What follows belongs to an exercise in optimizing a design on an open flow for small area; a production flow would make more cautious choices.
Only simulation tests tie the RTL to the original design; equivalence was not proved.
Power is estimated from default activity; no workload was simulated.

==> flow/design.v <==
module mtu_timer (
  input  logic        clk,
  input  logic        rst,
  input  logic        tick,          
  input  logic        wr_load,       
  input  logic        wr_ctl,        
  input  logic        wr_bg,         
  input  logic [31:0] load_data,     
  input  logic [7:0]  zero_data,     
  output logic [31:0] count_value,
  output logic [31:0] reload_value,  
  output logic [7:0]  control_word,
  output logic        expire
);
  logic [7:0]  prescale_count;
  logic [31:0] reload_reg, reload_next, load_val;
  logic        reload_zero, wr_reload, load, hi_keep;
  logic        en, wide, oneshot, periodic, free;
  logic        pdone, step, le1, g, gw, clr_hi, rel;
  logic [1:0]  code;
  logic [31:0] c, tog, nxt, z;
  logic [7:0]  ptog;
  assign c        = count_value;
  assign en       = control_word[7];
  assign periodic = control_word[6];
  assign code     = control_word[3:2];
  assign wide     = control_word[1];
  assign oneshot  = control_word[0];
  assign free     = !oneshot && !periodic;
  assign pdone = (code == 2'd0) ||
                 (code == 2'd1 && prescale_count[3:0] == 4'hF) ||
                 (code[1] && prescale_count == 8'hFF);
  assign step  = tick && en && pdone;
  assign le1   = (c[15:1] == 15'd0) && (!wide || c[31:16] == 16'd0);
  assign expire = step && le1;
  assign g      = step && (le1 ? free : !c[0]);
  assign gw     = g && wide;
  assign clr_hi = step && !wide;
  assign rel    = step && le1 && periodic && !oneshot && !reload_zero;
  assign tog[0] = step && (le1 ? (free != c[0]) : 1'b1);
  assign z[0] = 1'b1;
  assign z[1] = 1'b1;
  for (genvar i = 2; i < 32; i++) begin : g_z
    assign z[i] = z[i-1] && !c[i-1];
  end
  for (genvar i = 1; i < 32; i++) begin : g_bit
    if (i < 16) begin : g_lo
      assign tog[i] = g && z[i];
      assign nxt[i] = c[i] ^ tog[i];
    end else begin : g_hi
      assign tog[i] = gw && z[i];
      assign nxt[i] = (c[i] && !clr_hi) ^ tog[i];
    end
  end
  assign nxt[0] = c[0] ^ tog[0];
  assign wr_reload   = rst || wr_load || wr_bg;
  assign reload_next = ({32{wr_reload}} & load_data) | ({32{!wr_reload}} & reload_reg);
  assign reload_value = reload_reg & {32{!reload_zero}};
  always_ff @(posedge clk) begin
    reload_reg <= reload_next;
  end
  always_ff @(posedge clk) begin
    if (rst)                    reload_zero <= 1'b1;
    else if (wr_load || wr_bg)  reload_zero <= 1'b0;
  end
  assign load    = rst || wr_load || rel;
  assign hi_keep = rst || wr_load || wide;
  assign load_val = reload_next & {{16{hi_keep}}, 16'hFFFF};
  always_ff @(posedge clk) begin
    if (load)
      count_value <= load_val;
    else
      count_value <= nxt;
  end
  always_ff @(posedge clk) begin
    if (rst || wr_ctl)
      control_word <= zero_data;
    else if (expire && oneshot)
      control_word[7] <= 1'b0;
  end
  assign ptog[0] = tick && en;
  for (genvar i = 1; i < 8; i++) begin : g_pbit
    assign ptog[i] = ptog[i-1] && prescale_count[i-1];
  end
  always_ff @(posedge clk) begin
    if (rst || wr_load || wr_ctl || step)
      prescale_count <= 8'd0;
    else
      prescale_count <= prescale_count ^ ptog;
  end
endmodule
module multi_timer_unit_four_channel #(
  parameter int NUM_TIMERS = 4
) (
  input  logic                      clk,
  input  logic                      rst,
  input  logic                      req_valid,
  output logic                      req_ready,
  input  logic [1:0]                req_cmd,
  input  logic [4:0]                req_reg_word,
  input  logic [31:0]               req_write_data,
  output logic                      rsp_valid,
  input  logic                      rsp_ready,
  output logic [31:0]               rsp_read_data,
  output logic [3:0]                rsp_irq_lines
);
  logic [3:0]  irq_mask, raw_status;
  logic [31:0] reload_value [4];
  logic [31:0] count_value  [4];
  logic [7:0]  control_word [4];
  logic        out_valid;
  logic        rd_pending;
  logic [4:0]  rd_word;
  logic        accept, is_tick, is_write;
  logic [31:0] load_data;
  logic [7:0]  zero_data;
  logic [3:0]  expire;
  assign accept   = req_valid && req_ready;
  assign is_tick  = accept && (req_cmd == 2'd0);
  assign is_write = accept && (req_cmd == 2'd2);
  assign req_ready = !rst && (!out_valid || rsp_ready);
  assign rsp_valid = out_valid;
  assign load_data = req_write_data | {32{rst}};
  assign zero_data = req_write_data[7:0] & {8{!rst}};
  always_ff @(posedge clk) begin
    if (rst) out_valid <= 1'b0;
    else     out_valid <= accept || (out_valid && !rsp_ready);
  end
  always_ff @(posedge clk) begin
    if (!out_valid || rsp_ready) begin
      rd_pending <= (req_cmd == 2'd1);
      rd_word    <= req_reg_word;
    end
  end
  always_ff @(posedge clk) begin
    if (rst || (is_write && req_reg_word == 5'd0))
      irq_mask <= zero_data[3:0];
  end
  always_ff @(posedge clk) begin
    if (rst)
      raw_status <= 4'd0;
    else if (is_write && req_reg_word == 5'd3)
      raw_status <= raw_status & ~req_write_data[3:0];
    else
      raw_status <= raw_status | expire;
  end
  for (genvar t = 0; t < 4; t++) begin : g_t
    mtu_timer u_timer (
      .clk         (clk),
      .rst         (rst),
      .tick        (is_tick),
      .wr_load     (is_write && req_reg_word == 5'(4 + 4*t)),
      .wr_ctl      (is_write && req_reg_word == 5'(6 + 4*t)),
      .wr_bg       (is_write && req_reg_word == 5'(7 + 4*t)),
      .load_data   (load_data),
      .zero_data   (zero_data),
      .count_value (count_value[t]),
      .reload_value(reload_value[t]),
      .control_word(control_word[t]),
      .expire      (expire[t])
    );
  end
  logic [3:0]  sel_t;
  logic        sel_shared;
  logic [31:0] rd_or [5];
  assign sel_shared = rd_pending && (rd_word[4:2] == 3'd0);
  assign rd_or[4] = {28'd0,
                     ({4{sel_shared && rd_word[1:0] == 2'd0}} & irq_mask) |
                     ({4{sel_shared && rd_word[1:0] == 2'd1}} & raw_status) |
                     ({4{sel_shared && rd_word[1:0] == 2'd2}} & raw_status & irq_mask)};
  for (genvar t = 0; t < 4; t++) begin : g_rd
    assign sel_t[t] = rd_pending && (rd_word[4:2] == 3'(t + 1));
    assign rd_or[t] = ({32{sel_t[t] && rd_word[1:0] == 2'd1}} & count_value[t]) |
                      ({32{sel_t[t] && rd_word[1:0] == 2'd2}} & {24'd0, control_word[t]}) |
                      ({32{sel_t[t] && (rd_word[1:0] == 2'd0 || rd_word[1:0] == 2'd3)}} & reload_value[t]);
  end
  assign rsp_read_data = rd_or[0] | rd_or[1] | rd_or[2] | rd_or[3] | rd_or[4];
  assign rsp_irq_lines = raw_status & irq_mask;
endmodule
clock: 7.0 ns
lec_check: 0
cap_margin: 20
core_margin: 2
core_utilization: 40
slew_margin: 20
standard.sh (not shown) runs the stock make flow with config.mk's settings and CLKGATE_MAP_FILE= SYNTH_SCRIPT=/design/flow/synth_recipe.tcl, a recipe that flattens the netlist after the stock synthesis.
==> flow/flow/run.sh <==
#!/bin/bash
# Standard ORFS flow with three changes:
#  * after floorplan, the synthesized logic is restructured for area by
#    OpenROAD's restructure (registers are not touched);
#  * clock-tree options: clkbuf_8 clusters, no dummy loads;
#  * port buffers are buf_1.
# Each tool writes its full output to a log file of its own here.
set -euo pipefail
HERE=$(pwd)
bash standard.sh floorplan > standard_floorplan.log 2>&1
RES=$HERE/orfs/results/$FLOW_PLATFORM/multi_timer_unit_four_channel/base
LIB=$FLOW_HOME/platforms/$FLOW_PLATFORM/lib/sky130_fd_sc_hd__tt_025C_1v80.lib
mkdir -p $HERE/restructure_work
# restructure reads its own copy of the library without the platform's
# dont-use cells.
python3 $HERE/flow/filter_lib.py $LIB $HERE/restructure_lib.lib "*lpflow* *probe*" > filter_lib.log 2>&1
cat > $HERE/restructure.tcl <<EOT
read_liberty $LIB
read_db $RES/2_floorplan.odb
read_sdc $RES/2_floorplan.sdc
source $FLOW_HOME/platforms/$FLOW_PLATFORM/setRC.tcl
report_design_area
remove_buffers
report_design_area
set_dont_use [get_lib_cells {*lpflow* *probe*}]
restructure -target area -liberty_file $HERE/restructure_lib.lib -tielo_port sky130_fd_sc_hd__conb_1/LO -tiehi_port sky130_fd_sc_hd__conb_1/HI -work_dir $HERE/restructure_work -abc_logfile $HERE/restructure_abc.log
report_design_area
restructure -target area -liberty_file $HERE/restructure_lib.lib -tielo_port sky130_fd_sc_hd__conb_1/LO -tiehi_port sky130_fd_sc_hd__conb_1/HI -work_dir $HERE/restructure_work -abc_logfile $HERE/restructure_abc2.log
report_design_area
report_wns
report_tns
write_db $RES/2_floorplan.odb
EOT
openroad -exit $HERE/restructure.tcl > restructure.log 2>&1
CTS="-sink_clustering_enable -repair_clock_nets -buf_list sky130_fd_sc_hd__clkbuf_8 -sink_clustering_size 16 -sink_clustering_max_diameter 50 -dont_use_dummy_load"
bash standard.sh finish "CTS_ARGS=$CTS" "BUFFER_PORTS_ARGS=-buffer_cell sky130_fd_sc_hd__buf_1" > standard.log 2>&1
Other scripts of this flow, unchanged in this note and not shown: flow/flow/filter_lib.py
==> next run, changes <==
--- a/flow/design.v
+++ b/flow/design.v
@@ -6,15 +6,13 @@
   input  logic        wr_ctl,        
   input  logic        wr_bg,         
   input  logic [31:0] load_data,     
-  input  logic [7:0]  zero_data,     
+  input  logic [31:0] zero_data,     
   output logic [31:0] count_value,
-  output logic [31:0] reload_value,  
+  output logic [31:0] reload_value,
   output logic [7:0]  control_word,
   output logic        expire
 );
   logic [7:0]  prescale_count;
-  logic [31:0] reload_reg, reload_next, load_val;
-  logic        reload_zero, wr_reload, load, hi_keep;
   logic        en, wide, oneshot, periodic, free;
   logic        pdone, step, le1, g, gw, clr_hi, rel;
   logic [1:0]  code;
@@ -36,7 +34,7 @@
   assign g      = step && (le1 ? free : !c[0]);
   assign gw     = g && wide;
   assign clr_hi = step && !wide;
-  assign rel    = step && le1 && periodic && !oneshot && !reload_zero;
+  assign rel    = step && le1 && periodic && !oneshot;
   assign tog[0] = step && (le1 ? (free != c[0]) : 1'b1);
   assign z[0] = 1'b1;
   assign z[1] = 1'b1;
@@ -53,28 +51,21 @@
     end
   end
   assign nxt[0] = c[0] ^ tog[0];
-  assign wr_reload   = rst || wr_load || wr_bg;
-  assign reload_next = ({32{wr_reload}} & load_data) | ({32{!wr_reload}} & reload_reg);
-  assign reload_value = reload_reg & {32{!reload_zero}};
   always_ff @(posedge clk) begin
-    reload_reg <= reload_next;
-  end
-  always_ff @(posedge clk) begin
-    if (rst)                    reload_zero <= 1'b1;
-    else if (wr_load || wr_bg)  reload_zero <= 1'b0;
-  end
-  assign load    = rst || wr_load || rel;
-  assign hi_keep = rst || wr_load || wide;
-  assign load_val = reload_next & {{16{hi_keep}}, 16'hFFFF};
-  always_ff @(posedge clk) begin
-    if (load)
-      count_value <= load_val;
+    if (rst || wr_load)
+      count_value <= load_data;
+    else if (rel)
+      count_value <= reload_value & (wide ? 32'hFFFF_FFFF : 32'h0000_FFFF);
     else
       count_value <= nxt;
   end
   always_ff @(posedge clk) begin
+    if (rst || wr_load || wr_bg)
+      reload_value <= zero_data;
+  end
+  always_ff @(posedge clk) begin
     if (rst || wr_ctl)
-      control_word <= zero_data;
+      control_word <= zero_data[7:0];
     else if (expire && oneshot)
       control_word[7] <= 1'b0;
   end
@@ -112,8 +103,7 @@
   logic        rd_pending;
   logic [4:0]  rd_word;
   logic        accept, is_tick, is_write;
-  logic [31:0] load_data;
-  logic [7:0]  zero_data;
+  logic [31:0] load_data, zero_data;
   logic [3:0]  expire;
   assign accept   = req_valid && req_ready;
   assign is_tick  = accept && (req_cmd == 2'd0);
@@ -121,7 +111,7 @@
   assign req_ready = !rst && (!out_valid || rsp_ready);
   assign rsp_valid = out_valid;
   assign load_data = req_write_data | {32{rst}};
-  assign zero_data = req_write_data[7:0] & {8{!rst}};
+  assign zero_data = req_write_data & {32{!rst}};
   always_ff @(posedge clk) begin
     if (rst) out_valid <= 1'b0;
     else     out_valid <= accept || (out_valid && !rsp_ready);
=>
- synthesized area went up by 1.2%
- wire length rose by 11%
- count of clock-buffer cells in the layout goes up by 1
- total power is lower by 5.4%
- worst setup slack gets worse by 950 ps
- global-route usage climbs by 2.4 points
- via count climbs by about 0.8%
- sequential power came out lower by about 2%

==> static timing again, ports no longer ideal <==
Ports are ideal in the flow. The routed layouts listed here were re-timed in OpenROAD.
Step 1 assumes that a clkbuf_16 drives the clock port and a buf_2 every other input.
Step 2 also shifts input and output timing later by t, the mid clock arrival at the registers, as if the neighbouring blocks saw the same clock.
Slacks: ideal / step 1 / step 2; pairs: ideal / step 1.
| run | shift t [ns] | setup WS [ns] | hold slack, ns | worst setup path at the end |
|---|---|---|---|---|
| the first run | 0.617 | 1.700 / 1.718 / 1.101 | 0.468 / 0.468 / 0.468 | input to register |
| the second run | 0.633 | 0.747 / 0.770 / 0.137 | 0.451 / 0.451 / 0.451 | input to register |
After both steps setup and hold are still met in every run listed. The setup slack of the second run, which loses most, moves by +0.023 ns with the drivers and by -0.610 ns with both steps.
